Source: an optimization exercise on an open RTL-to-GDS flow (aim: small area, a short achievable clock period and few clock cycles). Production flows keep margins and buffers that such runs may drop.
Where RTL was checked, it was by simulation tests only, not by an equivalence proof against the original.
Only the layout flow was run in run 3; the RTL was not checked for function there.
Power is estimated from default activity; no workload was simulated.

### design/flow/design.v
package lspd_pkg;
  localparam int MAX_SAMPLES = 40;
  localparam int CNT_W       = 7;
  localparam int SAMPLE_AW   = (MAX_SAMPLES > 1) ? $clog2(MAX_SAMPLES) : 1;
  localparam int NUM_W       = 6;
  localparam logic [7:0]       HDR0_BYTE      = 8'hAA;
  localparam logic [7:0]       HDR1_BYTE      = 8'h55;
  localparam logic [7:0]       TYPE_MAX       = 8'h01;
  localparam logic [7:0]       ZERO_PKT_COUNT = 8'h01;
  localparam logic [15:0]      XOR_SEED       = 16'h55AA;
  localparam logic [CNT_W-1:0] LIMIT_RESET    = CNT_W'(40);
  localparam logic [CNT_W-1:0] MAX_LIMIT      = CNT_W'(MAX_SAMPLES);
  localparam logic [7:0]       TALLY_SAT      = 8'd254;
  localparam logic [7:0]       TALLY_NEVER    = 8'd255;
  typedef enum logic [2:0] {
    ST_SAMPLE     = 3'd0,
    ST_BAD_HEADER = 3'd1,
    ST_BAD_TYPE   = 3'd2,
    ST_ZERO_COUNT = 3'd3,
    ST_BAD_COUNT  = 3'd4,
    ST_ANGLE_BIT  = 3'd5,
    ST_CHECKSUM   = 3'd6
  } status_t;
  typedef struct packed {
    logic    hold;
    logic    xor_word;
    logic    set_count;
    logic    set_first;
    logic    set_final;
    logic    store;
    logic    restart;
    logic    err_load;
    status_t err_code;
    logic    good;
    logic    drain_read;
    logic    drain_load;
  } ctrl_cmd_t;
  typedef struct packed {
    logic is_hdr0;
    logic is_hdr1;
    logic type_ok;
    logic angle_lsb;
    logic kind_bad;
    logic range_bad;
    logic last_sample;
    logic xor_ok;
    logic drain_last;
    logic out_busy;
  } dp_status_t;
endpackage
import lspd_pkg::*;
module lspd_regs
(
  input  logic             clk,
  input  logic             rst,
  input  logic             psel,
  input  logic             penable,
  input  logic             pwrite,
  input  logic [2:0]       paddr,
  input  logic [31:0]      pwdata,
  output logic [31:0]      prdata,
  output logic             pready,
  output logic [lspd_pkg::CNT_W-1:0] sample_limit,
  output logic [5:0]       count_max      
);
  localparam logic REG_SAMPLE_LIMIT = 1'b0;
  logic wr_en;
  assign pready = 1'b1;
  assign wr_en  = psel && penable && pwrite && pready && (paddr[2] == REG_SAMPLE_LIMIT);
  always_ff @(posedge clk) begin
    if (rst) begin
      sample_limit <= LIMIT_RESET;
      count_max    <= 6'd40;
    end else if (wr_en) begin
      sample_limit <= pwdata[CNT_W-1:0];
      count_max    <= (pwdata[CNT_W-1:0] > MAX_LIMIT) ? 6'd40 : pwdata[5:0];
    end
  end
  always_comb begin
    prdata = '0;
    if (paddr[2] == REG_SAMPLE_LIMIT) begin
      prdata = {{(32-CNT_W){1'b0}}, sample_limit};
    end
  end
endmodule
import lspd_pkg::*;
module lidar_scan_packet_deframer
(
  input  logic        clk,
  input  logic        rst,
  input  logic        s_tvalid,
  output logic        s_tready,
  input  logic [7:0]  s_tdata,
  output logic        m_tvalid,
  input  logic        m_tready,
  output logic [63:0] m_tdata,
  output logic [2:0]  m_tuser,
  output logic        m_tlast,
  input  logic        psel,
  input  logic        penable,
  input  logic        pwrite,
  input  logic [2:0]  paddr,
  input  logic [31:0] pwdata,
  output logic [31:0] prdata,
  output logic        pready
);
  localparam int DEPTH = 40;
  logic [CNT_W-1:0] sample_limit;
  lspd_regs u_regs (
    .clk          (clk),
    .rst          (rst),
    .psel         (psel),
    .penable      (penable),
    .pwrite       (pwrite),
    .paddr        (paddr),
    .pwdata       (pwdata),
    .prdata       (prdata),
    .pready       (pready),
    .sample_limit (sample_limit),
    .count_max    (cmax)
  );
  function automatic logic [5:0] inc40(input logic [5:0] p);
    inc40 = (p == 6'd39) ? 6'd0 : p + 6'd1;
  endfunction
  localparam int S_HDR0 = 0, S_HDR1 = 1, S_TYPE = 2, S_COUNT = 3, S_SA_LO = 4,
                 S_SA_HI = 5, S_EA_LO = 6, S_EA_HI = 7, S_CK_LO = 8, S_CK_HI = 9,
                 S_SMP_LO = 10, S_SMP_HI = 11, S_CKERR = 12;
  localparam logic [12:0] ST_HUNT = 13'd1;
  logic       rdy;
  logic       h_v;
  logic [7:0] h_b;
  logic       h_aa, h_55, h_le1, h_eq1, h_cok, h_hiok;
  logic       accept;
  logic       go;
  logic       stall;
  logic [5:0] cmax;
  logic [12:0] st, st_nx;
  logic [15:0] xsum;
  assign s_tready = rdy;
  assign accept   = s_tvalid && rdy;
  assign go       = h_v && !stall;
  always_ff @(posedge clk) begin
    if (rst) begin
      h_v <= 1'b0;
    end else if (!h_v || go) begin
      h_v <= accept;
    end
  end
  always_ff @(posedge clk) begin
    if (!h_v || go) begin
      h_b    <= s_tdata;
      h_aa   <= (s_tdata == 8'hAA);
      h_55   <= (s_tdata == 8'h55);
      h_le1  <= (s_tdata[7:1] == 7'd0);
      h_eq1  <= (s_tdata == 8'h01);
      h_cok  <= (s_tdata != 8'd0) && (s_tdata[7:6] == 2'b00) && (s_tdata[5:0] <= cmax);
      h_hiok <= (s_tdata == xsum[15:8]);
    end
  end
  logic [7:0]  held;
  logic [5:0]  p_c;        
  logic        p_t;
  logic [14:0] p_sa, p_ea;
  logic [5:0]  rem;        
  logic        lo_ok;      
  logic [15:0] word;
  logic        err;
  logic [2:0]  code;
  logic        last;       
  logic        good;
  logic        ckerr;
  logic [15:0] mem [0:DEPTH-1];
  logic [5:0]  wp, cp, rd;
  logic [5:0]  used;       
  logic        nz;         
  logic        cm_pend;    
  logic [5:0]  pp_start;   
  logic        ld;         
  logic        cm_pend_nx;
  logic        rd_first;   
  assign word  = {h_b, held};
  assign stall = full || (st[S_COUNT] && cm_pend) || st[S_CKERR];
  logic cnt_bad;
  assign cnt_bad = (held[0] && !h_eq1) || !h_cok;
  assign err = (st[S_HDR0] && !h_aa) || (st[S_HDR1] && !h_55) ||
               (st[S_TYPE] && !h_le1) || (st[S_COUNT] && cnt_bad) ||
               ((st[S_SA_LO] || st[S_EA_LO]) && !h_b[0]);
  assign good  = st[S_SMP_HI] && last && lo_ok && h_hiok;
  assign ckerr = st[S_SMP_HI] && last && !(lo_ok && h_hiok);
  always_comb begin
    code = 3'd5;
    if (st[S_HDR0] || st[S_HDR1]) code = 3'd1;
    if (st[S_TYPE]) code = 3'd2;
    if (st[S_COUNT]) code = (held[0] && !h_eq1) ? 3'd3 : 3'd4;
    if (st[S_CKERR]) code = 3'd6;
  end
  always_comb begin
    st_nx = '0;
    st_nx[S_HDR0]   = err || good;
    st_nx[S_HDR1]   = st[S_HDR0] && h_aa;
    st_nx[S_TYPE]   = st[S_HDR1] && h_55;
    st_nx[S_COUNT]  = st[S_TYPE] && h_le1;
    st_nx[S_SA_LO]  = st[S_COUNT] && !cnt_bad;
    st_nx[S_SA_HI]  = st[S_SA_LO] && h_b[0];
    st_nx[S_EA_LO]  = st[S_SA_HI];
    st_nx[S_EA_HI]  = st[S_EA_LO] && h_b[0];
    st_nx[S_CK_LO]  = st[S_EA_HI];
    st_nx[S_CK_HI]  = st[S_CK_LO];
    st_nx[S_SMP_LO] = st[S_CK_HI] || (st[S_SMP_HI] && !last);
    st_nx[S_SMP_HI] = st[S_SMP_LO];
    st_nx[S_CKERR]  = ckerr;
  end
  logic        cm1;        
  logic        full;       
  logic [15:0] wdata;
  assign cm1   = (go && err) || st[S_CKERR];
  assign wdata = st[S_SMP_HI] ? word : {13'd0, code};
  always_ff @(posedge clk) begin
    if (rst) begin
      st  <= ST_HUNT;
      rdy <= 1'b1;
    end else begin
      if (st[S_CKERR]) st <= ST_HUNT;
      else if (go) st <= st_nx;
      rdy <= !(((h_v && !go) || accept) &&
               ((go ? st_nx[S_COUNT] : st[S_COUNT]) && cm_pend_nx ||
                (go && ckerr) || full_nx));
    end
  end
  always_ff @(posedge clk) begin
    if (go) begin
      held <= h_b;
      if (st[S_HDR0]) xsum <= XOR_SEED;
      if (st[S_COUNT] || st[S_SA_HI] || st[S_EA_HI] || st[S_CK_HI] || st[S_SMP_HI])
        xsum <= xsum ^ word;
      if (st[S_COUNT]) begin
        p_c <= h_b[5:0];
        p_t <= held[0];
        rem  <= h_b[5:0];
        last <= (h_b[5:0] == 6'd1);
      end
      if (st[S_SMP_HI]) begin
        rem  <= rem - 6'd1;
        last <= (rem == 6'd2);
      end
      if (st[S_SA_HI]) p_sa <= word[15:1];
      if (st[S_EA_HI]) p_ea <= word[15:1];
      if (st[S_SMP_LO]) lo_ok <= (h_b == xsum[7:0]);
    end
  end
  logic       smp_go, cm_any, cfull;
  logic [5:0] uc0, uc1, ub, rd_nx, cp_nx;
  assign smp_go = go && st[S_SMP_HI];
  assign cm_any = cm1 || (smp_go && good);
  logic [5:0] rd_p1;
  logic       rd_eq_cp, rd1_eq_cp;
  assign rd_p1     = inc40(rd);
  assign rd_nx     = ld ? rd_p1 : rd;
  assign rd_eq_cp  = (rd == cp);
  assign rd1_eq_cp = (rd_p1 == cp);
  assign cp_nx  = cm_any ? inc40(wp) : cp;
  logic u_inc, full_nx;
  assign u_inc   = (go && err) || (smp_go && !ckerr);
  assign full_nx = ld ? (u_inc && full) :
                   st[S_CKERR] ? (ub == 6'd39) : u_inc ? (used == 6'd39) : full;
  always_comb begin
    if (st[S_CKERR]) begin
      uc0 = ub + 6'd1;     uc1 = ub;
    end else if (u_inc) begin
      uc0 = used + 6'd1;   uc1 = used;
    end else begin
      uc0 = used;          uc1 = used - 6'd1;
    end
  end
  always_ff @(posedge clk) begin
    if (rst) begin
      wp    <= '0;
      cp    <= '0;
      used  <= '0;
      full  <= 1'b0;
      nz    <= 1'b0;
      cfull <= 1'b0;
    end else begin
      used  <= ld ? uc1 : uc0;
      full  <= full_nx;
      cp    <= cp_nx;
      nz    <= cm_any || (ld ? !rd1_eq_cp : (cfull || !rd_eq_cp));
      cfull <= cm_any ? (ld ? (wp == rd) : (inc40(wp) == rd)) : (cfull && !ld);
      if (cm1) begin
        wp <= inc40(wp);
      end else if (smp_go && ckerr) begin
        wp <= cp;
      end else if (smp_go) begin
        wp <= inc40(wp);
      end
    end
  end
  logic [5:0] ub0, ub1;
  assign ub1 = used - p_c;
  assign ub0 = ub1 + 6'd1;
  always_ff @(posedge clk) begin
    if (smp_go && ckerr) ub <= ld ? ub1 : ub0;
  end
  always_ff @(posedge clk) begin
    if (!full) mem[wp] <= wdata;
    if (go && good) pp_start <= cp;
  end
  logic        pkt_act;    
  logic [5:0]  r_left;     
  logic [14:0] d_sa, d_ea;
  logic        d_t;
  logic [2:0]  out_code;
  logic [15:0] out_dist;
  logic [5:0]  out_i;
  logic        out_last;
  logic [7:0]  ftally;
  logic        rd_smp, rd_last;
  logic [15:0] rd_word;
  assign ld       = nz && (!m_tvalid || m_tready);
  logic pkt_act_nx, at_start_nx;
  assign pkt_act_nx  = (ld && rd_smp) ? !rd_last : pkt_act;
  assign cm_pend_nx  = (go && good) || (cm_pend && !(ld && rd_first));
  assign at_start_nx = (go && good) ? (ld ? rd1_eq_cp : rd_eq_cp)
                                    : (ld ? (rd_p1 == pp_start) : (rd == pp_start));
  assign rd_smp   = pkt_act || rd_first;
  assign rd_last  = pkt_act ? (r_left == 6'd1) : (p_c == 6'd1);
  logic [9:0] rd_g;
  logic [3:0] rd_s;
  logic [15:0] sub_word [0:3];
  always_comb begin
    for (int k = 0; k < 4; k++) begin
      sub_word[k] = '0;
      for (int g = 0; g < 10; g++) sub_word[k] = sub_word[k] | (mem[4*g+k] & {16{rd_g[g]}});
    end
    rd_word = '0;
    for (int k = 0; k < 4; k++) rd_word = rd_word | (sub_word[k] & {16{rd_s[k]}});
  end
  always_ff @(posedge clk) begin
    if (rst) begin
      rd       <= '0;
      rd_g     <= 10'd1;
      rd_s     <= 4'd1;
      cm_pend  <= 1'b0;
      pkt_act  <= 1'b0;
      rd_first <= 1'b0;
      m_tvalid <= 1'b0;
      ftally   <= 8'd255;
    end else begin
      if (ld) begin
        rd       <= rd_p1;
        rd_s     <= {rd_s[2:0], rd_s[3]};
        if (rd_s[3]) rd_g <= {rd_g[8:0], rd_g[9]};
        m_tvalid <= 1'b1;
        if (rd_smp) begin
          pkt_act <= pkt_act_nx;
          ftally  <= 8'd0;
        end else if (ftally < 8'd254) begin
          ftally  <= ftally + 8'd1;
        end
      end else if (m_tready) begin
        m_tvalid <= 1'b0;
      end
      cm_pend  <= cm_pend_nx;
      rd_first <= cm_pend_nx && !pkt_act_nx && at_start_nx;
    end
  end
  always_ff @(posedge clk) begin
    if (ld) begin
      if (rd_smp) r_left <= (pkt_act ? r_left : p_c) - 6'd1;
      if (rd_first) begin
        d_sa <= p_sa;
        d_ea <= p_ea;
        d_t  <= p_t;
      end else if (!rd_smp) begin
        d_sa <= '0;
        d_ea <= '0;
        d_t  <= 1'b0;
      end
      out_code <= rd_smp ? 3'd0 : rd_word[2:0];
      out_dist <= {rd_word[15:3], rd_smp ? rd_word[2:0] : 3'd0};
      out_i    <= pkt_act ? out_i + 6'd1 : 6'd0;
      out_last <= !rd_smp || rd_last;
    end
  end
  assign m_tdata = {3'b000, ftally, d_t, d_ea, d_sa, out_i, out_dist};
  assign m_tuser = out_code;
  assign m_tlast = out_last;
endmodule
### design/flow/run.sh
#!/bin/bash
# synth_recipe.tcl (not shown) runs the flow's synth.tcl, then flattens the netlist and writes it again
# the make line also repeats each setting of config.mk as NAME=value (left out here)
make -C /OpenROAD-flow-scripts/flow DESIGN_CONFIG=/design/flow/config.mk WORK_HOME=/design/flow/orfs CLKGATE_MAP_FILE= SYNTH_SCRIPT=/design/flow/synth_recipe.tcl finish
### design/flow/config.mk
export PLATFORM = sky130hd
export DESIGN_NAME = lidar_scan_packet_deframer
export DESIGN_NICKNAME = lidar_scan_packet_deframer
export VERILOG_FILES = /design/flow/design.v
export SDC_FILE = /design/flow/constraint.sdc
export NUM_CORES = 4
export LEC_CHECK = 0
export ABC_CLOCK_PERIOD_IN_PS = 2000
export CAP_MARGIN = 20
export CORE_MARGIN = 2
export CORE_UTILIZATION = 30
export CTS_CLUSTER_DIAMETER = 100
export CTS_CLUSTER_SIZE = 30
export SETUP_SLACK_MARGIN = 2.3
export SLEW_MARGIN = 20
### design/flow/constraint.sdc
create_clock -name core_clock -period 4.5 [get_ports {clk}]
set_input_delay 0.9000 -clock core_clock [delete_from_list [all_inputs] [get_ports {clk}]]
set_output_delay 0.9000 -clock core_clock [all_outputs]
set_load 0.01 [all_outputs]
==> impl_results.md, run 1 <==
* EDFF count, synth at around 800
* Floorplan core area at 0.1139 mm^2
* Pleak at 12.79 nW
* Grt ovf at 0
* Ys async rst share at 0%
* Maxcap violations at 0
* Max Root-Sink Buffers at 3
* Clock transition at path regs at around 0.12 ns
* PwrDens at approximately 370 mW/mm^2
* DR vias/cell at roughly 5.2
* Critical Path Fanout Max at 2
* Post-Synthesis Cells at between 2000 and 2500
* Final antenna-violating net count at 0
* Critical Path AT at around 1.3 ns
* Initial Util at 30.15%
* Synth area leaders: edfxtp_1, a22oi_1, dfxtp_1
* Antenna violations before repair at 4
* Sequential power share at between 60% and 70%
* Tightest Pin Transition at 1.240 ns
* Die width at ~340 um
* Drt drc at 0
* Largest net degree at the start of global routing at 41
* Vias at between 20000 and 25000
* Ports at ~150
* Final Hold Viols at 0
* Post-synth top area share at a little over two thirds
* Ys Warns at 3
* Tmin final at around 2.2 ns
* Area Overhead vs Synth at 15.32%
* Worst hold slack at approximately 0.46 ns
* P_int at 11.25 mW
* Crit. End Element: output pin
* Combinational share of power at between 8 and 9%
* Cell variety after synth at about 80
* Clock power frac at ~29%
* Startpoint Class: flop
* CTS H-tree lvls at 2
* Seq cells post-synth at between 800 and 900
* First-pass GRT wire length at 135600 um
* Slowest CP cell: edfxtp_1
* TritonCTS clock tree: yes
* Gr usage total at 15.60%
* Inserted Clock Buffers at 37
* WL per Instance at 23.96 um
* Clk latency of the worst-skew pair at roughly 0.64 ns
* Final setup vio count at 0
* CTS sink cnt at just under 900
* Share of cells above drive strength 1 at approximately 16%
* Final Cycle Share at 48.88%
* Status: no timing/DRC/antenna violations
* Cell accounting for the most synthesized area: edfxtp_1
* CP top delay family: flip-flops
* Most used DFF post-synth: edfxtp_1
* Final wirelength at 94390 um
* Crit path buf inv count at 1
* Die area at 0.1172 mm^2
* Drt initial violations at ~2200
* HP Class: flop to flop
* Unrepaired setup endpoints after global routing: yes
* # port buffers at 96
* Final net count at between 2000 and 2500
* Setup_tns at 0 ns
* Vias in the first global route at ~20000
* Seq/Total Area, Yosys at between 70% and 80%
* CTS root buffer: clkbuf_16
* Critical path cell sequence: buf_6
* Chip height at 342.3 um
* Final slew viol count at 0
* Synthesized area at about 0.034 mm^2
* # rows at between 100 and 150
* Fmax at about 450 MHz
* DPL Wire Length at about 50000 um
* Req. time, crit path at ~3.6 ns
* Crit path kind: flop to output pin
* Syn avg cell area at approximately 15 um^2
* Gpl congestion at 0.7669
* 1st-pass router iterations at 5
* Sw Ratio at 23.72%
* Max IR drop VDD at 0.3000 mV
* Slew headroom at 17.20%
* Switching power at between 3 and 4 mW
* Clk_skew at ~0.042 ns
* Highest cell delay on the worst timing path at 0.51 ns
## path summary, 6_finish.rpt
| check | start | endpoint | slack [ns] | cells after the start |
|---|---|---|---|---|
| worst max-delay path | out_i[4] | m_tdata[20] | 2.30 | 1 |
| worst max register to register | wp[4] | mem[20][2] | 2.33 | 4 |
| worst min register to register | st[8] | st[9] | 0.46 | 2 |
| worst min-delay path | st[8] | st[9] | 0.46 | 2 |
## power by group through the flow
stage	clock, mW	combinational, mW	sequential [mW]
3_5_place_dp	0	1.20	9.41
6_report	4.25	1.28	9.23
4_1_cts	4.32	1.26	9.23
2_1_floorplan	0	0.725	9.38
5_1_grt	4.56	1.40	9.25
3_3_place_gp	0	1.19	9.41
## layer usage
metal  vias to the layer above  global-route usage [%]  wire length [um]
li1                       9072                       -                 -
met5                         -                       0                 0
met3                       111                   2.286              6622
met4                         0                   4.560              2552
met1                     10530                   21.61             40590
met2                       777                   25.40             44620
## through the flow
stage	setup slack (ns)	total power, mW	std cells	util (%)	cell area (um^2)
6_report	2.300	14.75	3939	34.76	39590
5_1_grt	2.244	15.21	3939	34.76	39590
4_1_cts	1.965	14.80	3908	34.35	39120
3_5_place_dp	1.175	10.62	3804	32.68	37220
3_3_place_gp	1.171	10.61	3803	32.66	37190
2_1_floorplan	2.080	10.10	2297	-	34560
## placed cells by master, fill, tap and decap left out, types with 9 or more instances in the layout
| cell type | n |
|---|---|
| nand2_1 | 134 |
| dfxtp_2 | 23 |
| nand4_1 | 76 |
| buf_4 | 100 |
| xnor2_1 | 65 |
| clkdlybuf4s15_1 | 29 |
| clkbuf_1 | 11 |
| nor2_4 | 18 |
| a22oi_1 | 213 |
| xor2_1 | 21 |
| buf_12 | 17 |
| buf_2 | 30 |
| ha_1 | 21 |
| nand3_1 | 27 |
| and2_1 | 51 |
| nor2_2 | 9 |
| dfxtp_4 | 15 |
| clkdlybuf4s50_1 | 16 |
| clkbuf_16 | 39 |
| edfxtp_1 | 798 |
| nor2b_1 | 14 |
| nor2_1 | 91 |
| o21ai_0 | 27 |
| conb_1 | 29 |
| inv_1 | 43 |
| a21oi_1 | 73 |
| a22oi_2 | 15 |
| nor3_1 | 15 |
| a22o_1 | 65 |
| mux2i_1 | 13 |
| a221oi_1 | 61 |
| nand2b_1 | 9 |
| dfxtp_1 | 43 |
## timing repair
item,CTS,global route
hold buffers,0,0
setup buffers,39,29
pin swaps,24,27
resized for setup,298,63
setup endpoints to repair,523,317
cloned,5,1
## layout make-up
class | count | area [um^2]
diodes | 1 | 2.502
clock buffers | 51 | 1031
clock inverters | 9 | 127.6
fillers | 10870 | 74290
inverters | 49 | 211.5
multi-input cells | 1206 | 8414
flip-flops and latches | 879 | 25670
well taps | 1512 | 1892
repair buffers | 230 | 2213
repair inverters | 2 | 25.02
## cells by family after synthesis
kind of cell	synth area share (%)
other cells	0.02188
buf+inv	2.836
compound gates	11.39
xor+xnor	2.245
flops	74.53
mux	0.5758
fa+ha+maj	0.8966
simple gates	7.508
## synthesized netlist by cell type (3+ instances only)
master,instances
clkbuf_1,98
a211oi_1,4
nand4b_1,4
o21ai_0,32
o31ai_1,4
and2_1,52
buf_1,23
or3_1,4
nor4_1,9
edfxtp_1,798
or4_1,4
nor2b_1,16
xor2_1,22
a21o_1,7
nand2b_1,10
nor2_1,116
o22ai_1,5
and4_1,4
dfxtp_1,81
nor3_1,22
mux2i_1,13
xnor2_1,66
nand3_1,31
mux2_2,4
nand3b_1,5
a221oi_1,66
inv_1,48
ha_1,23
a32oi_1,3
or2_2,5
nand4_1,76
buf_4,32
a22o_1,65
buf_2,7
a21oi_1,77
a31oi_1,7
nand2_1,135
a22oi_1,228
and3_1,9
## state kept, by name (all words and copies together), names as in the netlist, 6 cells and up
register	flops
rd_g	10
d_ea	15
rd	6
wp	6
out_i	6
ftally	8
st	13
p_c	6
out_dist	16
held	8
u_regs.count_max	6
p_ea	15
r_left	6
used	6
pp_start	6
p_sa	15
rem	6
xsum	16
mem	640
d_sa	15
u_regs.sample_limit	7
ub	6
cp	6
h_b	8
## worst min-delay path, delay by kind of cell (launching register included)
kind            cells  cell delay (ns)
flops               1             0.33
simple gates        1             0.05
compound gates      1             0.05
Testbench counts, summed over its fixed seeds: cycles 18,635.
==> run 2, diff against run 1 <==
--- a/design/flow/config.mk
+++ b/design/flow/config.mk
@@ -12,4 +12,5 @@
 export CTS_CLUSTER_DIAMETER = 100
 export CTS_CLUSTER_SIZE = 30
+export GPL_ROUTABILITY_DRIVEN = 0
 export SETUP_SLACK_MARGIN = 2.3
 export SLEW_MARGIN = 20
==> run 2 against run 1 <==
  * Design area is the same
  * Non-clock buffer count stayed put
  * Maximum frequency did not move
  * Utilization unchanged
  * Worst hold slack unchanged
  * First-iteration DRC count unchanged
  * Register-to-register slack about the same
  * Global-route usage stayed put
  * Critical path depth unchanged
  * Critical path type unchanged
==> impl_results.md, run 2 <==
* Status: no timing/DRC/antenna violations (unchanged)
* Clk_skew at 0.04217 ns (unchanged)
* Die width at 342.3 um (unchanged)
* Final setup vio count at 0 (unchanged)
* Antenna violations before repair at 4 (unchanged)
* Most frequent cells after synthesis: edfxtp_1, a22oi_1, nand2_1 (unchanged)
* First-pass GRT wire length at 135600 um (unchanged)
* Slew headroom at 17.20% (unchanged)
* Startpoint Class: flop (unchanged)
* Critical path cell sequence: buf_6 (unchanged)
* Commonest cells after routing, fill and taps aside: edfxtp_1, a22oi_1, nand2_1 (unchanged)
* Leading cell type in the layout, fill and taps excluded: edfxtp_1 (unchanged)
* Maxcap violations at 0 (unchanged)
* Max IR drop VDD at 0.3000 mV (unchanged)
* Gr usage total at 15.60% (unchanged)
* Tmin final at 2.200 ns (unchanged)
* Chip height at 342.3 um (unchanged)
* Vias at 20490 (unchanged)
* Share of cells above drive strength 1 at 15.66% (unchanged)
* Ys async rst share at 0% (unchanged)
* Setup_tns at 0 ns (unchanged)
* Crit path buf inv count at 1 (unchanged)
* # port buffers at 96 (unchanged)
* Largest registers: mem x640, out_dist x16, xsum x16 (unchanged)
* Worst r2r dst: mem[20][2] (unchanged)
* Final wirelength at 94390 um (unchanged)
* Final Hold Viols at 0 (unchanged)
* CP top delay family: flip-flops (unchanged)
* Reg-to-Reg Start: wp[4] (unchanged)
* Most common cell in the netlist: edfxtp_1 (unchanged)
* Inserted Clock Buffers at 37 (unchanged)
* Highest cell delay on the worst timing path at 0.51 ns (about the same)
* Die area at 0.1172 mm^2 (unchanged)
* Slowest CP cell: edfxtp_1 (unchanged)
* Req. time, crit path at 3.60 ns (about the same)
* Seq/Total Area, Yosys at 74.53% (unchanged)
* Syn avg cell area at 15.12 um^2 (unchanged)
* Cell variety after synth at 79 (unchanged)
* Clk latency of the worst-skew pair at 0.64 ns (about the same)
* Final Cycle Share at 48.88% (unchanged)
* Unrepaired setup endpoints after global routing: yes (unchanged)
* Reg-to-reg slack, setup at 2.33 ns (about the same)
* Post-placement cell count at 3804 (unchanged)
* Crit path kind: flop to output pin (unchanged)
* Post-synth top area share at 69.80% (unchanged)
* Ys Warns at 3 (unchanged)
* Pleak at 12.79 nW (unchanged)
* CTS root buffer: clkbuf_16 (unchanged)
* Biggest register: mem (unchanged)
* Final net count at 2479 (unchanged)
* CTS Hold Bufs at 0 (unchanged)
* Most used DFF post-synth: edfxtp_1 (unchanged)
* WL per Instance at 23.96 um (unchanged)
* Hold Path Origin: st[8] (unchanged)
* Final antenna-violating net count at 0 (unchanged)
* Cell accounting for the most synthesized area: edfxtp_1 (unchanged)
* EDFF count, synth at 798 (unchanged)
* R2r worst-path depth at 4 (unchanged)
* Drt initial violations at 2188 (unchanged)
* CTS sink cnt at 879 (unchanged)
* Worst hold endpoint: st[9] (unchanged)
* DR vias/cell at 5.202 (unchanged)
* Area Overhead vs Synth at 15.32% (unchanged)
* Max reg flops at 640 (unchanged)
* Layout filler cell count at 10870 (unchanged)
* Post-Synthesis Cells at 2270 (unchanged)
* Fmax at 454.6 MHz (unchanged)
* Largest net degree at the start of global routing at 41 (unchanged)
* 1st-pass router iterations at 5 (unchanged)
* HP Class: flop to flop (unchanged)
* Tightest Pin Transition at 1.240 ns (unchanged)
* Crit path from: out_i[4] (unchanged)
* Clock transition at path regs at 0.12 ns (about the same)
* Initial Util at 30.15% (unchanged)
* WHS Path Cells at 2 (unchanged)
* Post-Layout Cell Count at 3939 (unchanged)
* DPL Wire Length at 50150 um (unchanged)
* Critical Path AT at 1.30 ns (about the same)
* TritonCTS clock tree: yes (unchanged)
* Drt drc at 0 (unchanged)
* Seq cells post-synth at 879 (unchanged)
* Final slew viol count at 0 (unchanged)
* Vias in the first global route at 19820 (unchanged)
* Max Root-Sink Buffers at 3 (unchanged)
* CTS H-tree lvls at 2 (unchanged)
* Crit. End Element: output pin (unchanged)
* Synthesized area at 0.03433 mm^2 (unchanged)
* Floorplan core area at 0.1139 mm^2 (unchanged)
* # rows at 124 (unchanged)
* Grt ovf at 0 (unchanged)
* Ports at 153 (unchanged)
* Critical Path Fanout Max at 2 (unchanged)
* Synth area leaders: edfxtp_1, a22oi_1, dfxtp_1 (unchanged)
* PwrDens at 372.6 mW/mm^2 (unchanged)
run 2: cell type report:
cell class / instances / area, um^2 / area share [%]
clock inverters: 9 / 127.6 / 0.3224
clock buffers: 51 / 1031 / 2.604
well taps: 1512 / 1892 / 4.779
repair buffers: 230 / 2213 / 5.591
diodes: 1 / 2.502 / 0.006321
repair inverters: 2 / 25.02 / 0.06321
multi-input cells: 1206 / 8414 / 21.26
inverters: 49 / 211.5 / 0.5342
flip-flops and latches: 879 / 25670 / 64.84
run 2: how the worst max path moves through the flow:
stage                   to  cells past startpoint  slack (ns)
6_report       m_tdata[20]                      1        2.30
5_1_grt              cfull                      7        2.24
4_1_cts        mem[10][14]                      3        1.96
3_5_place_dp         cfull                      9        1.18
3_3_place_gp         cfull                      9        1.17
2_1_floorplan      d_ea[0]                      6        2.08
run 2: power breakdown:
part	internal, mW	total [mW]	switching [mW]
clock	1.69	4.25	2.56
sequential	9.05	9.23	0.177
combinational	0.513	1.28	0.763
run 2: what timing repair did:
action / in CTS / in global routing
resized for setup: 298 / 63
gates cloned: 5 / 1
pin swaps: 24 / 27
setup buffers: 39 / 29
setup endpoints to repair: 523 / 317
run 2: kinds of logic (layout without fill, tap and decap cells):
group                      Yosys count  in the layout  share of synthesized area (%)
buffers and inverters              215            341                          2.836
adders and majority gates           24             24                         0.8966
xor gates and xnor gates            88             88                          2.245
muxes                               18             18                         0.5758
DFF                                879            879                          74.53
AOI/OAI and AO/OA                  531            533                          11.39
and+or+nand+nor                    513            514                          7.508
other                                2             30                        0.02188
run 2: metrics by stage:
stage | setup slack [ns] | hold WS, ns | power (mW) | utilization (%) | area [um^2]
after global placement | 1.171 | 0.4447 | 10.61 | 32.66 | 37190
after floorplan | 2.080 | 0.4064 | 10.10 | - | 34560
after CTS | 1.965 | 0.4661 | 14.80 | 34.35 | 39120
final | 2.300 | 0.4608 | 14.75 | 34.76 | 39590
after detailed placement | 1.175 | 0.4490 | 10.62 | 32.68 | 37220
after global routing | 2.244 | 0.4880 | 15.21 | 34.76 | 39590
run 2: metal layers:
metal | share of wire [%] | track usage [%] | up-vias
met3 | 7.0 | 2.286 | 111
met4 | 2.7 | 4.560 | 0
li1 | - | - | 9072
met5 | 0 | 0 | -
met2 | 47 | 25.40 | 777
met1 | 43 | 21.61 | 10530
==> run 3, diff against run 2 <==
--- a/design/flow/design.v
+++ b/design/flow/design.v
@@ -325,20 +325,13 @@
   assign rd_smp   = pkt_act || rd_first;
   assign rd_last  = pkt_act ? (r_left == 6'd1) : (p_c == 6'd1);
-  logic [9:0] rd_g;
-  logic [3:0] rd_s;
-  logic [15:0] sub_word [0:3];
+  logic [DEPTH-1:0] rd_oh;
   always_comb begin
-    for (int k = 0; k < 4; k++) begin
-      sub_word[k] = '0;
-      for (int g = 0; g < 10; g++) sub_word[k] = sub_word[k] | (mem[4*g+k] & {16{rd_g[g]}});
-    end
     rd_word = '0;
-    for (int k = 0; k < 4; k++) rd_word = rd_word | (sub_word[k] & {16{rd_s[k]}});
+    for (int k = 0; k < DEPTH; k++) rd_word = rd_word | (mem[k] & {16{rd_oh[k]}});
   end
   always_ff @(posedge clk) begin
     if (rst) begin
       rd       <= '0;
-      rd_g     <= 10'd1;
-      rd_s     <= 4'd1;
+      rd_oh    <= DEPTH'(1);
       cm_pend  <= 1'b0;
       pkt_act  <= 1'b0;
@@ -349,6 +342,5 @@
       if (ld) begin
         rd       <= rd_p1;
-        rd_s     <= {rd_s[2:0], rd_s[3]};
-        if (rd_s[3]) rd_g <= {rd_g[8:0], rd_g[9]};
+        rd_oh    <= {rd_oh[DEPTH-2:0], rd_oh[DEPTH-1]};
         m_tvalid <= 1'b1;
         if (rd_smp) begin
--- a/design/flow/config.mk
+++ b/design/flow/config.mk
@@ -6,5 +6,5 @@
 export NUM_CORES = 4
 export LEC_CHECK = 0
-export ABC_CLOCK_PERIOD_IN_PS = 2000
+export ABC_CLOCK_PERIOD_IN_PS = 2100
 export CAP_MARGIN = 20
 export CORE_MARGIN = 2
@@ -12,5 +12,4 @@
 export CTS_CLUSTER_DIAMETER = 100
 export CTS_CLUSTER_SIZE = 30
-export GPL_ROUTABILITY_DRIVEN = 0
-export SETUP_SLACK_MARGIN = 2.3
+export SETUP_SLACK_MARGIN = 2.2
 export SLEW_MARGIN = 20
==> run 3 against run 2 <==
  * Design area grew 2.6%
  * Clock power shrank 2%
  * Clock skew grew 0.015 ns
  * Maximum frequency shrank 4.9%
  * Flip-flop and latch count grew 26
  * Area after synthesis grew 1.6%
  * Via count grew 7.7%
  * Critical path depth grew 5
  * Critical endpoint is now out_dist[9]
==> impl_results.md, run 3 <==
* Post-Place Cell Area at 0.03804 mm^2 (was 0.03722 mm^2)
* Final net count at 2587 (was 2479)
* Critical Path Fanout Max at 11 (was 2)
* Antenna violations before repair at 1 (was 4)
* Final antenna-violating net count at 0 (unchanged)
* Drt drc at 0 (unchanged)
* Inserted Clock Buffers at 36 (was 37)
* Synth area leaders: edfxtp_1, dfxtp_1, a22oi_1 (was edfxtp_1, a22oi_1, dfxtp_1)
* Req. time, crit path at 4.89 ns (was 3.60 ns)
* Pleak at 12.46 nW (was 12.79 nW)
* WL per Instance at 27.22 um (was 23.96 um)
* Chip height at 345.0 um (was 342.3 um)
* Crit path buf inv count at 1 (unchanged)
* Final setup vio count at 0 (unchanged)
* Critical path cell sequence: buf_4 -> a22o_1 -> a221oi_1 -> nand4_1 -> nor3_2 -> nand4_1 (was buf_6)
* Initial Util at 30.15% (about the same)
* Slew headroom at 31.41% (was 17.20%)
* Ys Warns at 2 (was 3)
* Final wirelength at 110600 um (was 94390 um)
* Die area at 0.1190 mm^2 (was 0.1172 mm^2)
* Crit path kind: flop to flop (was flop to output pin)
* Ys async rst share at 0% (unchanged)
* Seq/Total Area, Yosys at 74.82% (was 74.53%)
* CTS Hold Bufs at 0 (unchanged)
* Maxcap violations at 0 (unchanged)
* Final Cycle Share at 51.39% (was 48.88%)
* 1st-pass router iterations at 5 (unchanged)
* HP Class: flop to flop (unchanged)
* Synthesized area at 0.03489 mm^2 (was 0.03433 mm^2)
* Die width at 345.0 um (was 342.3 um)
* Most used DFF post-synth: edfxtp_1 (unchanged)
* Reg-to-reg slack, setup at 2.19 ns (was 2.33 ns)
* Tightest Pin Transition at 1.029 ns (was 1.240 ns)
* Fmax at 432.4 MHz (was 454.6 MHz)
* Vias at 22080 (was 20490)
* Gpl congestion at between 0.8 and 0.9
* Most common cell in the netlist: edfxtp_1 (unchanged)
* Post-synth top area share at 68.68% (was 69.80%)
* Worst hold endpoint: u_regs.sample_limit[0] (was st[9])
* CTS sink cnt at 905 (was 879)
* Commonest cells after routing, fill and taps aside: edfxtp_1, a22oi_1, nand2_1 (unchanged)
* CP top delay family: simple AND/OR/NAND/NOR gates (was flip-flops)
* Layout filler cell count at 11020 (was 10870)
* Clock transition at path regs at 0.12 ns (about the same)
* EDFF count, synth at 798 (unchanged)
* Grt ovf at 0 (unchanged)
* # rows at 125 (was 124)
* Final Hold Viols at 0 (unchanged)
* CTS root buffer: clkbuf_16 (unchanged)
* # port buffers at 96 (unchanged)
* Most frequent cells after synthesis: edfxtp_1, a22oi_1, nand2_1 (unchanged)
* Status: no timing/DRC/antenna violations (unchanged)
* Max IR drop VDD at 0.3242 mV (was 0.3000 mV)
* Startpoint Class: flop (unchanged)
* CTS H-tree lvls at 2 (unchanged)
* DPL Wire Length at 63540 um (was 50150 um)
* WHS Path Cells at 2 (unchanged)
* Worst r2r dst: out_dist[9] (was mem[20][2])
* PwrDens at 367.3 mW/mm^2 (was 372.6 mW/mm^2)
* Crit path top cell by count: nand4_1
* Post-Synthesis Cells at 2345 (was 2270)
* Final slew viol count at 0 (unchanged)
* Unrepaired setup endpoints after global routing: yes (unchanged)
* Cell accounting for the most synthesized area: edfxtp_1 (unchanged)
* Vias in the first global route at 20670 (was 19820)
* Syn avg cell area at 14.88 um^2 (was 15.12 um^2)
* Drt initial violations at 3231 (was 2188)
* Ports at 153 (unchanged)
* R2r worst-path depth at 6 (was 4)
* DR vias/cell at 5.431 (was 5.202)
* Clk latency of the worst-skew pair at 0.65 ns (was 0.64 ns)
* Max reg flops at 640 (unchanged)
* Seq cells post-synth at 905 (was 879)
* Share of cells above drive strength 1 at 14.25% (was 15.66%)
* Cell variety after synth at 67 (was 79)
* Slowest CP cell: dfxtp_1 (was edfxtp_1)
* TritonCTS clock tree: yes (unchanged)
* Clk_skew at 0.05722 ns (was 0.04217 ns)
* Post-placement cell count at 3903 (was 3804)
* Critical Path AT at 2.70 ns (was 1.30 ns)
* Largest registers: mem x640, rd_oh x40 (was mem x640, out_dist x16, xsum x16)
* Setup_tns at 0 ns (unchanged)
* Post-Layout Cell Count at 4065 (was 3939)
* Hold Path Origin: u_regs.sample_limit[0] (was st[8])
* Leading cell type in the layout, fill and taps excluded: edfxtp_1 (unchanged)
* Reg-to-Reg Start: rd_oh[19] (was wp[4])
* Largest net degree at the start of global routing at 82 (was 41)
* Final instance area at 0.04062 mm^2 (was 0.03959 mm^2)
* First-pass GRT wire length at 155200 um (was 135600 um)
* Tmin final at 2.313 ns (was 2.200 ns)
* Crit. End Element: flop (was output pin)
* Max Root-Sink Buffers at 3 (unchanged)
* Floorplan core area at 0.1157 mm^2 (was 0.1139 mm^2)
* Highest cell delay on the worst timing path at 0.57 ns (was 0.51 ns)
* Gr usage total at 17.98% (was 15.60%)
* Biggest register: mem (unchanged)
* Area Overhead vs Synth at 16.42% (was 15.32%)
## run 3: cell types whose count changed after synthesis, sizes merged, moves of 11 or more
cell    delta
a221oi    -30
a22o      -30
nor4      +11
nand2     +45
dfxtp     +26
a22oi     +28
nand3     +13
## run 3: worst max path at each step
stage,startpoint,end,slack [ns],cells past startpoint
floorplan,m_tready,d_ea[0],2.06,6
global placement,m_tready,out_dist[10],1.20,5
detailed placement,m_tready,out_dist[14],1.18,5
CTS,paddr[2],prdata[3],2.11,3
global route,rd[2],rd_first,2.08,7
finish,rd_oh[19],out_dist[9],2.19,6
## run 3: report_power, final
part | switching, mW | internal (mW) | total (mW)
logic | 0.816 | 0.546 | 1.36
registers | 0.157 | 9.25 | 9.41
clock network | 2.58 | 1.57 | 4.15
## run 3: layout make-up
cell class / count / area, um^2 / share of cell area, %
sequential: 905 / 26150 / 64.38
multi-input combinational: 1251 / 8469 / 20.85
timing repair buffer: 274 / 2848 / 7.011
tap: 1524 / 1907 / 4.695
clock buffer: 60 / 991.0 / 2.440
inverter: 44 / 185.2 / 0.4559
clock inverter: 5 / 56.30 / 0.1386
timing repair inverter: 1 / 8.758 / 0.02156
antenna: 1 / 2.502 / 0.006161
## run 3: worst min-delay path: stages (launching register included)
cell	delay (ns)
dfxtp_1	0.33
nand2_1	0.05
a21oi_1	0.05
## run 3: layer usage
metal	track usage, %	up-vias	wire [um]
li1	-	9301	-
met1	25.42	11330	44890
met2	28.07	1250	50370
met3	2.903	195	11580
met4	6.113	0	3800
met5	0	-	0
## run 3: timing repair
action	4_1_cts	5_1_grt
pin swaps	33	17
gates resized for setup	164	40
setup buffers	66	28
endpoints found under the setup margin	858	180
gates cloned	2	0
## run 3: logic make-up (layout without fill, tap and decap cells)
group	after synthesis	in the layout	share of synthesized area (%)
buffers and inverters	217	384	2.675
AOI/OAI and AO/OA	494	495	10.20
muxes	27	27	0.8248
xor gates and xnor gates	91	91	2.284
and+or+nand+nor	585	585	8.288
adders and majority gates	24	24	0.8822
DFF	905	905	74.82
other	2	30	0.02152
## run 3: metrics by stage
step                util (%)  total power, mW  hold slack (ns)  setup WS [ns]
CTS                    34.72            14.87           0.4651          2.115
global placement       32.86            10.87           0.4391          1.196
finish                 35.10            14.92           0.4658          2.187
detailed placement     32.87            10.88           0.4474          1.177
floorplan                  -            10.33           0.4318          2.063
global route           35.09            15.36           0.4891          2.076
==> run 4, diff against run 3 <==
--- a/design/flow/design.v
+++ b/design/flow/design.v
@@ -172,5 +172,4 @@
   logic [15:0] mem [0:DEPTH-1];
   logic [5:0]  wp, cp, rd;
-  logic [5:0]  used;       
   logic        nz;         
   logic        cm_pend;    
@@ -249,57 +248,36 @@
     end
   end
-  logic       smp_go, cm_any, cfull;
-  logic [5:0] uc0, uc1, ub, rd_nx, cp_nx;
-  assign smp_go = go && st[S_SMP_HI];
-  assign cm_any = cm1 || (smp_go && good);
-  logic [5:0] rd_p1;
-  logic       rd_eq_cp, rd1_eq_cp;
+  logic       smp_go, cm_any, adv, cfull;
+  logic [5:0] rd_nx, cp_nx, rd_p1, wp_p1;
+  logic       rd_eq_cp, rd1_eq_cp, wp_eq_rd, wp1_eq_rd;
+  assign smp_go    = go && st[S_SMP_HI];
+  assign cm_any    = cm1 || (smp_go && good);
+  assign adv       = cm1 || (smp_go && !ckerr);    
   assign rd_p1     = inc40(rd);
+  assign wp_p1     = inc40(wp);
   assign rd_nx     = ld ? rd_p1 : rd;
+  assign cp_nx     = cm_any ? wp_p1 : cp;
   assign rd_eq_cp  = (rd == cp);
   assign rd1_eq_cp = (rd_p1 == cp);
-  assign cp_nx  = cm_any ? inc40(wp) : cp;
-  logic u_inc, full_nx;
-  assign u_inc   = (go && err) || (smp_go && !ckerr);
-  assign full_nx = ld ? (u_inc && full) :
-                   st[S_CKERR] ? (ub == 6'd39) : u_inc ? (used == 6'd39) : full;
-  always_comb begin
-    if (st[S_CKERR]) begin
-      uc0 = ub + 6'd1;     uc1 = ub;
-    end else if (u_inc) begin
-      uc0 = used + 6'd1;   uc1 = used;
-    end else begin
-      uc0 = used;          uc1 = used - 6'd1;
-    end
-  end
+  assign wp_eq_rd  = (wp == rd);
+  assign wp1_eq_rd = (wp_p1 == rd);
+  logic full_nx;
+  assign full_nx = adv ? (ld ? wp_eq_rd : wp1_eq_rd) : (!(smp_go && ckerr) && full && !ld);
   always_ff @(posedge clk) begin
     if (rst) begin
       wp    <= '0;
       cp    <= '0;
-      used  <= '0;
       full  <= 1'b0;
       nz    <= 1'b0;
       cfull <= 1'b0;
     end else begin
-      used  <= ld ? uc1 : uc0;
       full  <= full_nx;
       cp    <= cp_nx;
       nz    <= cm_any || (ld ? !rd1_eq_cp : (cfull || !rd_eq_cp));
-      cfull <= cm_any ? (ld ? (wp == rd) : (inc40(wp) == rd)) : (cfull && !ld);
-      if (cm1) begin
-        wp <= inc40(wp);
-      end else if (smp_go && ckerr) begin
-        wp <= cp;
-      end else if (smp_go) begin
-        wp <= inc40(wp);
-      end
+      cfull <= cm_any ? (ld ? wp_eq_rd : wp1_eq_rd) : (cfull && !ld);
+      if (adv) wp <= wp_p1;
+      else if (smp_go && ckerr) wp <= cp;
     end
   end
-  logic [5:0] ub0, ub1;
-  assign ub1 = used - p_c;
-  assign ub0 = ub1 + 6'd1;
-  always_ff @(posedge clk) begin
-    if (smp_go && ckerr) ub <= ld ? ub1 : ub0;
-  end
   always_ff @(posedge clk) begin
     if (!full) mem[wp] <= wdata;
@@ -325,13 +303,20 @@
   assign rd_smp   = pkt_act || rd_first;
   assign rd_last  = pkt_act ? (r_left == 6'd1) : (p_c == 6'd1);
-  logic [DEPTH-1:0] rd_oh;
+  logic [9:0] rd_g;
+  logic [3:0] rd_s;
+  logic [15:0] sub_word [0:3];
   always_comb begin
+    for (int k = 0; k < 4; k++) begin
+      sub_word[k] = '0;
+      for (int g = 0; g < 10; g++) sub_word[k] = sub_word[k] | (mem[4*g+k] & {16{rd_g[g]}});
+    end
     rd_word = '0;
-    for (int k = 0; k < DEPTH; k++) rd_word = rd_word | (mem[k] & {16{rd_oh[k]}});
+    for (int k = 0; k < 4; k++) rd_word = rd_word | (sub_word[k] & {16{rd_s[k]}});
   end
   always_ff @(posedge clk) begin
     if (rst) begin
       rd       <= '0;
-      rd_oh    <= DEPTH'(1);
+      rd_g     <= 10'd1;
+      rd_s     <= 4'd1;
       cm_pend  <= 1'b0;
       pkt_act  <= 1'b0;
@@ -342,5 +327,6 @@
       if (ld) begin
         rd       <= rd_p1;
-        rd_oh    <= {rd_oh[DEPTH-2:0], rd_oh[DEPTH-1]};
+        rd_s     <= {rd_s[2:0], rd_s[3]};
+        if (rd_s[3]) rd_g <= {rd_g[8:0], rd_g[9]};
         m_tvalid <= 1'b1;
         if (rd_smp) begin
--- a/design/flow/config.mk
+++ b/design/flow/config.mk
@@ -6,5 +6,5 @@
 export NUM_CORES = 4
 export LEC_CHECK = 0
-export ABC_CLOCK_PERIOD_IN_PS = 2100
+export ABC_CLOCK_PERIOD_IN_PS = 2000
 export CAP_MARGIN = 20
 export CORE_MARGIN = 2
@@ -12,4 +12,4 @@
 export CTS_CLUSTER_DIAMETER = 100
 export CTS_CLUSTER_SIZE = 30
-export SETUP_SLACK_MARGIN = 2.2
+export SETUP_SLACK_MARGIN = 2.35
 export SLEW_MARGIN = 20
==> run 4 against run 3 <==
  * Critical path type is now input port to output pin
  * Global-route usage fell by 2.6 points
  * Still clean on timing, DRC and antenna
  * Register-to-register slack gained 0.15 ns
  * Critical path depth shrank 3
  * Count of clock-buffer cells in the layout is 13 lower
  * Setup slack gained 0.11 ns
==> impl_results.md, run 4 <==
* Status: no timing/DRC/antenna violations (unchanged)
* Share of synthesized cell area in full adder, half adder and majority cells at 0.5283% (was 0.8822%)
* R2r worst-path depth at 4 (was 6)
* Seq cells post-synth at 867 (was 905)
* Max IR drop VDD at 0.2433 mV (was 0.3242 mV)
* Total Power at 14.76 mW (was 14.92 mW)
* Final slew viol count at 0 (unchanged)
* Slew headroom at 41.02% (was 31.41%)
* Critical Path Fanout Max at 4 (was 11)
* Cell variety after synth at 70 (was 67)
* Drt initial violations at 2256 (was 3231)
* Clk latency of the worst-skew pair at 0.62 ns (was 0.65 ns)
* Gpl congestion at 0.8139 (was 0.8289)
* Simple-gate area share of the yosys netlist at 7.023% (was 8.288%)
* Max Root-Sink Buffers at 3 (unchanged)
* Final antenna-violating net count at 0 (unchanged)
* Post-synth top area share at 71.73% (was 68.68%)
* Initial Util at 30.33% (was 30.15%)
* Ys async rst share at 0% (unchanged)
* Post-Synthesis Cells at 2118 (was 2345)
* # rows at 121 (was 125)
* Area Overhead vs Synth at 15.13% (was 16.42%)
* # port buffers at 96 (unchanged)
* Ports at 153 (unchanged)
* EDFF count, synth at 792 (was 798)
* Die width at 336.4 um (was 345.0 um)
* Highest cell delay on the worst timing path at 0.15 ns (was 0.57 ns)
* Critical path cell sequence: buf_16 -> nor2b_1 -> buf_2 (was buf_4 -> a22o_1 -> a221oi_1 -> nand4_1 -> nor3_2 -> nand4_1)
* Most frequent cells after synthesis: edfxtp_1, a22oi_1, nand2_1 (unchanged)
* WHS Path Cells at 2 (unchanged)
* FF+latch area at 0.02539 mm^2 (was 0.02615 mm^2)
* Startpoint Class: input port (was flop)
* Most used DFF post-synth: edfxtp_1 (unchanged)
* Crit path kind: input port to output pin (was flop to flop)
* PwrDens at 386.8 mW/mm^2 (was 367.3 mW/mm^2)
* Setup_tns at 0 ns (unchanged)
* Largest net degree at the start of global routing at 52 (was 82)
* Post-Synth XOR/XNOR Area at 1.811% (was 2.284%)
* Compound-cell area share of the yosys netlist at 11.31% (was 10.20%)
* Cell accounting for the most synthesized area: edfxtp_1 (unchanged)
* Grt ovf at 0 (unchanged)
* CTS Hold Bufs at 0 (unchanged)
* Max reg flops at 640 (unchanged)
* CTS H-tree lvls at 2 (unchanged)
* Floorplan core area at 0.1093 mm^2 (was 0.1157 mm^2)
* Share of cells above drive strength 1 at 17.86% (was 14.25%)
* Worst hold slack at 0.4681 ns (was 0.4658 ns)
* Pleak at 11.89 nW (was 12.46 nW)
* Vias at 19990 (was 22080)
* Synth area leaders: edfxtp_1, a22oi_1, dfxtp_1 (was edfxtp_1, dfxtp_1, a22oi_1)
* Maxcap violations at 0 (unchanged)
* Seq/Total Area, Yosys at 76.26% (was 74.82%)
* Clock transition at path regs at 0.11 ns (was 0.12 ns)
* Clk_skew at 0.04517 ns (was 0.05722 ns)
* Crit. End Element: output pin (was flop)
* Largest family of logic cells by synthesized area: compound AO/OA/AOI/OAI gates (unchanged)
* Tightest Pin Transition at 0.8848 ns (was 1.029 ns)
* Unrepaired setup endpoints after global routing: yes (unchanged)
* Largest registers: mem x640, out_dist x16, xsum x16 (was mem x640, rd_oh x40)
* First-pass GRT wire length at 129400 um (was 155200 um)
* Final net count at 2345 (was 2587)
* Ys Warns at 3 (was 2)
* Die area at 0.1132 mm^2 (was 0.1190 mm^2)
* DR vias/cell at 5.299 (was 5.431)
* Most common cell in the netlist: edfxtp_1 (unchanged)
* Critical Path AT at 1.31 ns (was 2.70 ns)
* CTS root buffer: clkbuf_16 (unchanged)
* Vias in the first global route at 19390 (was 20670)
* Commonest cells after routing, fill and taps aside: edfxtp_1, a22oi_1, nand2_1 (unchanged)
* Antenna Cells at 0 (was 1)
* DPL Wire Length at 51200 um (was 63540 um)
* CTS sink cnt at 867 (was 905)
* Inserted Clock Buffers at 36 (unchanged)
* Synthesized area at 0.03316 mm^2 (was 0.03489 mm^2)
* HP Class: flop to flop (unchanged)
* Final core occ at 34.92% (was 35.10%)
* TritonCTS clock tree: yes (unchanged)
* Leading cell type in the layout, fill and taps excluded: edfxtp_1 (unchanged)
* Drt drc at 0 (unchanged)
* WL per Instance at 24.05 um (was 27.22 um)
* Final Hold Viols at 0 (unchanged)
* Final Cycle Share at 49.02% (was 51.39%)
* Gr usage total at 15.37% (was 17.98%)
* Tmin final at 2.206 ns (was 2.313 ns)
* Layout filler cell count at 10330 (was 11020)
* Final setup vio count at 0 (unchanged)
* Antenna violations before repair at 1 (unchanged)
* Syn avg cell area at 15.65 um^2 (was 14.88 um^2)
* Slowest CP cell: buf_2 (was dfxtp_1)
* 1st-pass router iterations at 5 (unchanged)
* Biggest register: mem (unchanged)
* Chip height at 336.4 um (was 345.0 um)
* Final wirelength at 90720 um (was 110600 um)
* Req. time, crit path at 3.60 ns (was 4.89 ns)
* Multi-input gate area at 0.007564 mm^2 (was 0.008469 mm^2)
* Post-synthesis mux area share at 0.4981% (was 0.8248%)
* Fmax at 453.4 MHz (was 432.4 MHz)
[run 4: changes by cell type after synthesis, sizes merged, moves of 9 or more]
| cell | change |
|---|---|
| nand2 | -65 |
| dfxtp | -32 |
| a22o | +30 |
| a22oi | -30 |
| a221oi | +29 |
| clkbuf | -26 |
| xnor2 | -21 |
| nor4 | -17 |
| a21oi | -16 |
| nand3 | -13 |
| mux2i | -11 |
| inv | -10 |
| ha | -9 |
| nand4 | -9 |
[run 4: area by class of cell]
type	count	share of cell area [%]
Timing Repair inverter	3	0.06556
Inverter	34	0.3966
Multi-Input combinational cell	1096	19.82
Timing Repair Buffer	243	5.559
Clock buffer	47	2.580
Tap cell	1476	4.838
Clock inverter	6	0.2262
Sequential cell	867	66.52
[run 4: routing by layer]
metal	global-route usage (%)	vias up	wire length, um
li1	-	8604	-
met4	4.198	2	2222
met1	21.34	10280	37490
met2	25.12	989	42550
met3	2.283	116	8437
met5	0	-	16
[run 4: timing repair]
action / in CTS / in global routing
buffers inserted: 35 / 27
gates resized for setup: 393 / 65
endpoints found under the setup margin: 498 / 294
gates cloned: 7 / 1
pin swaps: 14 / 18
[run 4: path summary, 6_finish.rpt]
| kind | to | slack (ns) | start |
|---|---|---|---|
| worst max-delay path | prdata[5] | 2.29 | paddr[2] |
| worst min register to register | u_regs.sample_limit[4] | 0.47 | u_regs.sample_limit[4] |
| worst max register to register | mem[0][4] | 2.34 | wp[5] |
| worst min-delay path | u_regs.sample_limit[4] | 0.47 | u_regs.sample_limit[4] |
[run 4: worst max-delay path: cells and delay by family]
| kind | cells | cell delay, ns |
|---|---|---|
| buffers and inverters | 2 | 0.26 |
| AND/OR/NAND/NOR | 1 | 0.14 |
[run 4: cells by family (layout without fill, tap and decap cells)]
logic type               count (synthesis)  count (layout)
AO/OA/AOI/OAI                          505             506
XOR/XNOR                                67              67
adder cells (fa/ha/maj)                 14              14
buffers and inverters                  185             333
flip-flops                             867             867
multiplexers                            16              16
other                                    2              29
AND/OR/NAND/NOR                        462             464
[run 4: through the flow]
step / instance area (um^2) / setup WS, ns / instances
4_1_cts: 37700 / 2.280 / 3744
3_5_place_dp: 36100 / 0.8134 / 3649
2_1_floorplan: 33360 / 2.190 / 2145
3_3_place_gp: 36070 / 0.9644 / 3648
6_report: 38170 / 2.294 / 3772
5_1_grt: 38170 / 2.205 / 3772
[run 4: report_power, final]
group	leakage, nW	switching [mW]	internal (mW)
Clock	0.519	2.41	1.60
Sequential	7.68	0.183	9.05
Combinational	3.69	0.973	0.542
Total	11.9	3.57	11.2
Testbench counts of run 4, summed over its fixed seeds: cycles 18,635.
==> run 5, diff against run 4 <==
--- a/design/flow/config.mk
+++ b/design/flow/config.mk
@@ -12,4 +12,4 @@
 export CTS_CLUSTER_DIAMETER = 100
 export CTS_CLUSTER_SIZE = 30
-export SETUP_SLACK_MARGIN = 2.35
+export SETUP_SLACK_MARGIN = 2.3
 export SLEW_MARGIN = 20
==> run 5 against run 4 <==
  * Setup slack worse by 0.027 ns
  * Combinational power down 6%
  * Critical path depth up 5
  * Flip-flop and latch count unchanged
  * Global-route usage about the same
  * Non-clock buffer count down 22
  * Maximum frequency down 1.2%
  * Power down 0.49%
  * Final cell count down 0.56%
  * First-iteration DRC count down 4.8%
  * Register-to-register slack worse by 0.07 ns
  * Sequential share of layout area up 0.40 points
  * Largest power group unchanged
==> impl_results.md, run 5 <==
* EDFF count, synth at 792 (unchanged)
* Final setup margin at 2.267 ns (was 2.294 ns)
* HP Class: flop to flop (unchanged)
* Inserted Clock Buffers at 36 (unchanged)
* Max reg flops at 640 (unchanged)
* FF+latch area at 0.02536 mm^2 (was 0.02539 mm^2)
* WL per Instance at 24.22 um (was 24.05 um)
* Seq cells post-synth at 867 (unchanged)
* Status: no timing/DRC/antenna violations (unchanged)
* Multi-input gate area at 0.007427 mm^2 (was 0.007564 mm^2)
* Gr usage total at 15.38% (was 15.37%)
* Vias in the first global route at 19450 (was 19390)
* 1st-pass router iterations at 7 (was 5)
* Layout filler cell count at 10460 (was 10330)
* Post-Synthesis Cells at 2118 (unchanged)
* Slew headroom at 15.53% (was 41.02%)
* Clk latency of the worst-skew pair at 0.61 ns (was 0.62 ns)
* Fmax at 447.9 MHz (was 453.4 MHz)
* CTS Hold Bufs at 0 (unchanged)
* Commonest cells after routing, fill and taps aside: edfxtp_1, a22oi_1, nand2_1 (unchanged)
* Share of cells above drive strength 1 at 14.15% (was 17.86%)
* Setup WS pre-CTS at 1.061 ns (was 0.8134 ns)
* Ys Warns at 3 (unchanged)
* Maxcap violations at 0 (unchanged)
* Initial Util at 30.33% (unchanged)
* TritonCTS clock tree: yes (unchanged)
* Cell variety after synth at 70 (unchanged)
* Ports at 153 (unchanged)
* Clk_skew at 0.03526 ns (was 0.04517 ns)
* Critical Path AT at 2.76 ns (was 1.31 ns)
* Most frequent cells after synthesis: edfxtp_1, a22oi_1, nand2_1 (unchanged)
* Final setup vio count at 0 (unchanged)
* Setup_tns at 0 ns (unchanged)
* Final antenna-violating net count at 0 (unchanged)
* Max Root-Sink Buffers at 3 (unchanged)
* DPL Wire Length at 50920 um (was 51200 um)
* Vias at 19780 (was 19990)
* # rows at 121 (unchanged)
* Gpl congestion at 0.8299 (was 0.8139)
* Syn avg cell area at 15.65 um^2 (unchanged)
* Max IR drop VDD at 0.2154 mV (was 0.2433 mV)
* Tmin final at 2.233 ns (was 2.206 ns)
* Final slew viol count at 0 (unchanged)
* Antenna violations before repair at 1 (unchanged)
* CTS sink cnt at 867 (unchanged)
* Floorplan core area at 0.1093 mm^2 (unchanged)
* Final net count at 2319 (was 2345)
* Antenna Cells at 0 (unchanged)
* Chip height at 336.4 um (unchanged)
* Die area at 0.1132 mm^2 (unchanged)
* Largest net degree at the start of global routing at 64 (was 52)
* DR vias/cell at 5.272 (was 5.299)
* Synth area leaders: edfxtp_1, a22oi_1, dfxtp_1 (unchanged)
* Clock transition at path regs at 0.11 ns (about the same)
* Final wirelength at 90870 um (was 90720 um)
* Seq/Total Area, Yosys at 76.26% (unchanged)
* PwrDens at 387.7 mW/mm^2 (was 386.8 mW/mm^2)
* Most common cell in the netlist: edfxtp_1 (unchanged)
* Unrepaired setup endpoints after global routing: yes (unchanged)
* Die width at 336.4 um (unchanged)
* Req. time, crit path at 5.03 ns (was 3.60 ns)
* Pleak at 11.77 nW (was 11.89 nW)
* Crit path kind: flop to flop (was input port to output pin)
* Cell accounting for the most synthesized area: edfxtp_1 (unchanged)
* Synthesized area at 0.03316 mm^2 (unchanged)
* Leading cell type in the layout, fill and taps excluded: edfxtp_1 (unchanged)
* CTS H-tree lvls at 2 (unchanged)
* CTS root buffer: clkbuf_16 (unchanged)
* Final Hold Viols at 0 (unchanged)
* # port buffers at 96 (unchanged)
* Ys async rst share at 0% (unchanged)
* Drt initial violations at 2147 (was 2256)
* Tightest Pin Transition at 1.265 ns (was 0.8848 ns)
* Startpoint Class: flop (was input port)
* Largest registers: mem x640, out_dist x16, xsum x16 (unchanged)
* Critical Path Fanout Max at 8 (was 4)
* Most used DFF post-synth: edfxtp_1 (unchanged)
* Post-synth top area share at 71.73% (unchanged)
* Drt drc at 0 (unchanged)
* Crit. End Element: flop (was output pin)
* First-pass GRT wire length at 129000 um (was 129400 um)
* Grt ovf at 0 (unchanged)
* Biggest register: mem (unchanged)
* Final Cycle Share at 49.61% (was 49.02%)
* Area Overhead vs Synth at 14.31% (was 15.13%)
## run 5: cell counts after synthesis
Identical to the previous run, type by type.
## run 5: through the flow
stage	util [%]	instances	instance area, um^2	total power [mW]	hold slack (ns)
after floorplan	-	2145	33330	10.10	0.4318
after global placement	33.01	3647	36080	10.74	0.4397
after detailed placement	33.01	3647	36080	10.77	0.4509
after CTS	34.37	3728	37560	14.74	0.4693
after global routing	34.67	3751	37900	15.16	0.4978
final	34.67	3751	37900	14.69	0.4696
## run 5: final timing paths
path / from / end / slack (ns) / cells after the start
min: u_regs.sample_limit[6] / u_regs.sample_limit[6] / 0.47 / 2
min reg2reg: u_regs.sample_limit[6] / u_regs.sample_limit[6] / 0.47 / 2
max: rd[0] / rd_first / 2.27 / 8
max reg2reg: rd[0] / rd_first / 2.27 / 8
## run 5: worst max-delay path: stages, from the launching register on
cell       delay, ns
dfxtp_4         0.43
ha_4            0.19
nand4b_1        0.14
nor2_2          0.16
mux2_4          0.32
o221ai_2        0.18
o2111ai_2       0.16
o32a_1          0.45
nor3_2          0.11
## run 5: cell families after synthesis
| group | Yosys count | synth area share, % |
|---|---|---|
| flops | 867 | 76.26 |
| compound gates | 505 | 11.31 |
| simple gates | 462 | 7.023 |
| buf+inv | 185 | 2.547 |
| xor+xnor | 67 | 1.811 |
| mux | 16 | 0.4981 |
| fa+ha+maj | 14 | 0.5283 |
| other cells | 2 | 0.02265 |
## run 5: routing by layer
metal	up-vias	share of wire [%]	track usage (%)
met4	2	2.7	4.540
li1	8557	-	-
met2	935	48	25.42
met5	-	0.014	0
met1	10160	41	20.91
met3	128	8.2	2.387
## run 5: area by class of cell
| type | instances | area share, % |
|---|---|---|
| tap | 1476 | 4.873 |
| clock inverter | 6 | 0.2377 |
| clock buffer | 52 | 2.592 |
| timing repair buffer | 221 | 5.378 |
| multi-input combinational | 1094 | 19.60 |
| timing repair inverter | 1 | 0.01321 |
| inverter | 34 | 0.3863 |
| sequential | 867 | 66.92 |
## run 5: power by group
group	internal (mW)	switching, mW	total, mW
Clock	1.59	2.40	3.99
Sequential	9.05	0.227	9.28
Combinational	0.551	0.874	1.42
## run 5: repair_timing
| action | in CTS | in global routing |
|---|---|---|
| cloned | 5 | 2 |
| setup buffers | 18 | 21 |
| hold endpoints to repair | 0 | 0 |
| pin swaps | 10 | 17 |
| endpoints found under the setup margin | 444 | 180 |
| resized for setup | 275 | 62 |
==> run 6, diff against run 5 <==
--- a/design/flow/config.mk
+++ b/design/flow/config.mk
@@ -12,4 +12,4 @@
 export CTS_CLUSTER_DIAMETER = 100
 export CTS_CLUSTER_SIZE = 30
-export SETUP_SLACK_MARGIN = 2.3
+export SETUP_SLACK_MARGIN = 2.4
 export SLEW_MARGIN = 20
==> run 6 against run 5 <==
  * Still clean
  * Sequential power about the same
  * First-iteration DRC count increased by 8.1%
  * Synthesized cell count unchanged
  * Combinational power increased by 5%
  * Clock skew increased by 0.0065 ns
  * Largest cell class unchanged
==> impl_results.md, run 6 <==
* Status: no timing/DRC/antenna violations (unchanged)
* DR vias/cell at 5.260 (was 5.272)
* Max Root-Sink Buffers at 3 (unchanged)
* Setup_tns at 0 ns (unchanged)
* CTS H-tree lvls at 2 (unchanged)
* First-pass GRT wire length at 130800 um (was 129000 um)
* Unrepaired setup endpoints after global routing: yes (unchanged)
* Crit path buf inv count at 2 (was 0)
* Req. time, crit path at 3.60 ns (was 5.03 ns)
* Vias at 20020 (was 19780)
* Critical path cell sequence: buf_12 -> nor2b_1 -> buf_2 (was ha_4 -> nand4b_1 -> nor2_2 -> mux2_4 -> o221ai_2 -> o2111ai_2 -> o32a_1 -> nor3_2)
* Pleak at 12.02 nW (was 11.77 nW)
* CTS sink cnt at 867 (unchanged)
* Drt initial violations at 2320 (was 2147)
* Initial Util at 30.33% (unchanged)
* # port buffers at 96 (unchanged)
* Final instance area at 0.03845 mm^2 (was 0.03790 mm^2)
* Tmin final at 2.141 ns (was 2.233 ns)
* Inserted Clock Buffers at 36 (unchanged)
* Highest cell delay on the worst timing path at 0.13 ns (was 0.45 ns)
* Tightest Pin Transition at 1.091 ns (was 1.265 ns)
* Critical Path Fanout Max at 5 (was 8)
* Seq cells post-synth at 867 (unchanged)
* Leading cell type in the layout, fill and taps excluded: edfxtp_1 (unchanged)
* WHS Path Cells at 2 (unchanged)
* Reg-to-Reg Start: wp[5] (was rd[0])
* 1st-pass router iterations at 5 (was 7)
* Final Cycle Share at 47.58% (was 49.61%)
* Maxcap violations at 0 (unchanged)
* Final setup vio count at 0 (unchanged)
* Clock transition at path regs at 0.11 ns (about the same)
* HP Class: flop to flop (unchanged)
* Reg-to-reg slack, setup at 2.41 ns (was 2.27 ns)
* Biggest register: mem (unchanged)
* Clk_skew at 0.04176 ns (was 0.03526 ns)
* Area Overhead vs Synth at 15.98% (was 14.31%)
* Slowest CP cell: buf_2 (was o32a_1)
* Final wirelength at 90110 um (was 90870 um)
* Total Power at 14.75 mW (was 14.69 mW)
* GRT met2 Usage at 25.55% (was 25.42%)
* Largest net degree at the start of global routing at 43 (was 64)
* Ys Warns at 3 (unchanged)
* Hold Path Origin: u_regs.sample_limit[0] (was u_regs.sample_limit[6])
* Antenna violations before repair at 3 (was 1)
* Post-Layout Cell Count at 3806 (was 3751)
* Gr usage total at 15.47% (was 15.38%)
* PwrDens at 383.4 mW/mm^2 (was 387.7 mW/mm^2)
* TritonCTS clock tree: yes (unchanged)
* Share of cells above drive strength 1 at 19.58% (was 14.15%)
[run 6: cell counts after synthesis]
Identical to the previous run, type by type.
[run 6: final cells by class]
cell class	instances	area, um^2
timing repair buffer	275	2293
inverter	34	151.4
fill	10310	70850
clock buffer	46	938.4
clock inverter	7	120.1
antenna	1	2.502
tap	1476	1847
multi-input combinational	1097	7676
sequential	867	25400
timing repair inverter	3	22.52
[run 6: cell families (layout without fill, tap and decap cells)]
kind of cell    Yosys count  in the layout  synth area share [%]
xor+xnor                 67             67                 1.811
fa+ha+maj                14             14                0.5283
compound gates          505            506                 11.31
mux                      16             16                0.4981
flops                   867            867                 76.26
simple gates            462            465                 7.023
buf+inv                 185            365                 2.547
other cells               2             30               0.02265
[run 6: where the power goes]
| group | internal [mW] | switching (mW) | total [mW] |
|---|---|---|---|
| Clock | 1.55 | 2.45 | 4.00 |
| Sequential | 9.05 | 0.209 | 9.26 |
| Combinational | 0.567 | 0.920 | 1.49 |
[run 6: per-stage QoR]
stage          hold slack, ns  util (%)  setup slack, ns
2_1_floorplan          0.4318         -            2.188
4_1_cts                0.4636     34.69            2.212
3_3_place_gp           0.4409     32.98           0.9108
3_5_place_dp           0.4515     33.01           0.8657
6_report               0.4692     35.18            2.359
5_1_grt                0.4934     35.18            2.320
[run 6: worst max path at each step]
stage                                       from     endpoint  slack [ns]
after floorplan                         m_tready      d_ea[0]        2.19
after global placement                  m_tready     rd_first        0.91
after detailed placement                m_tready          rdy        0.87
after CTS                 u_regs.sample_limit[2]    prdata[2]        2.21
after global routing                    out_i[3]  m_tdata[19]        2.32
final                                   paddr[2]    prdata[1]        2.36
[run 6: layer usage]
metal,vias up,wire length [um]
li1,8679,-
met5,-,0
met4,0,1943
met3,115,7123
met2,889,42940
met1,10340,38110
[run 6: worst min-delay path, delay by kind of cell (launching register included)]
kind	cells	cell delay, ns
AOI/OAI and AO/OA	1	0.05
DFF	1	0.34
and+or+nand+nor	1	0.05
[run 6: timing repair]
action	4_1_cts	5_1_grt
resized for setup	425	65
pin swaps	23	28
cloned	7	1
endpoints found under the setup margin	489	245
setup buffers	63	35

Setup slack of run 6, layout unchanged: 2.359 ns with ideal ports, 2.269 ns with driving cells assumed (clock clkbuf_16, inputs buf_2), 1.725 ns with port delays also shifted by the 0.672 ns mid clock arrival.
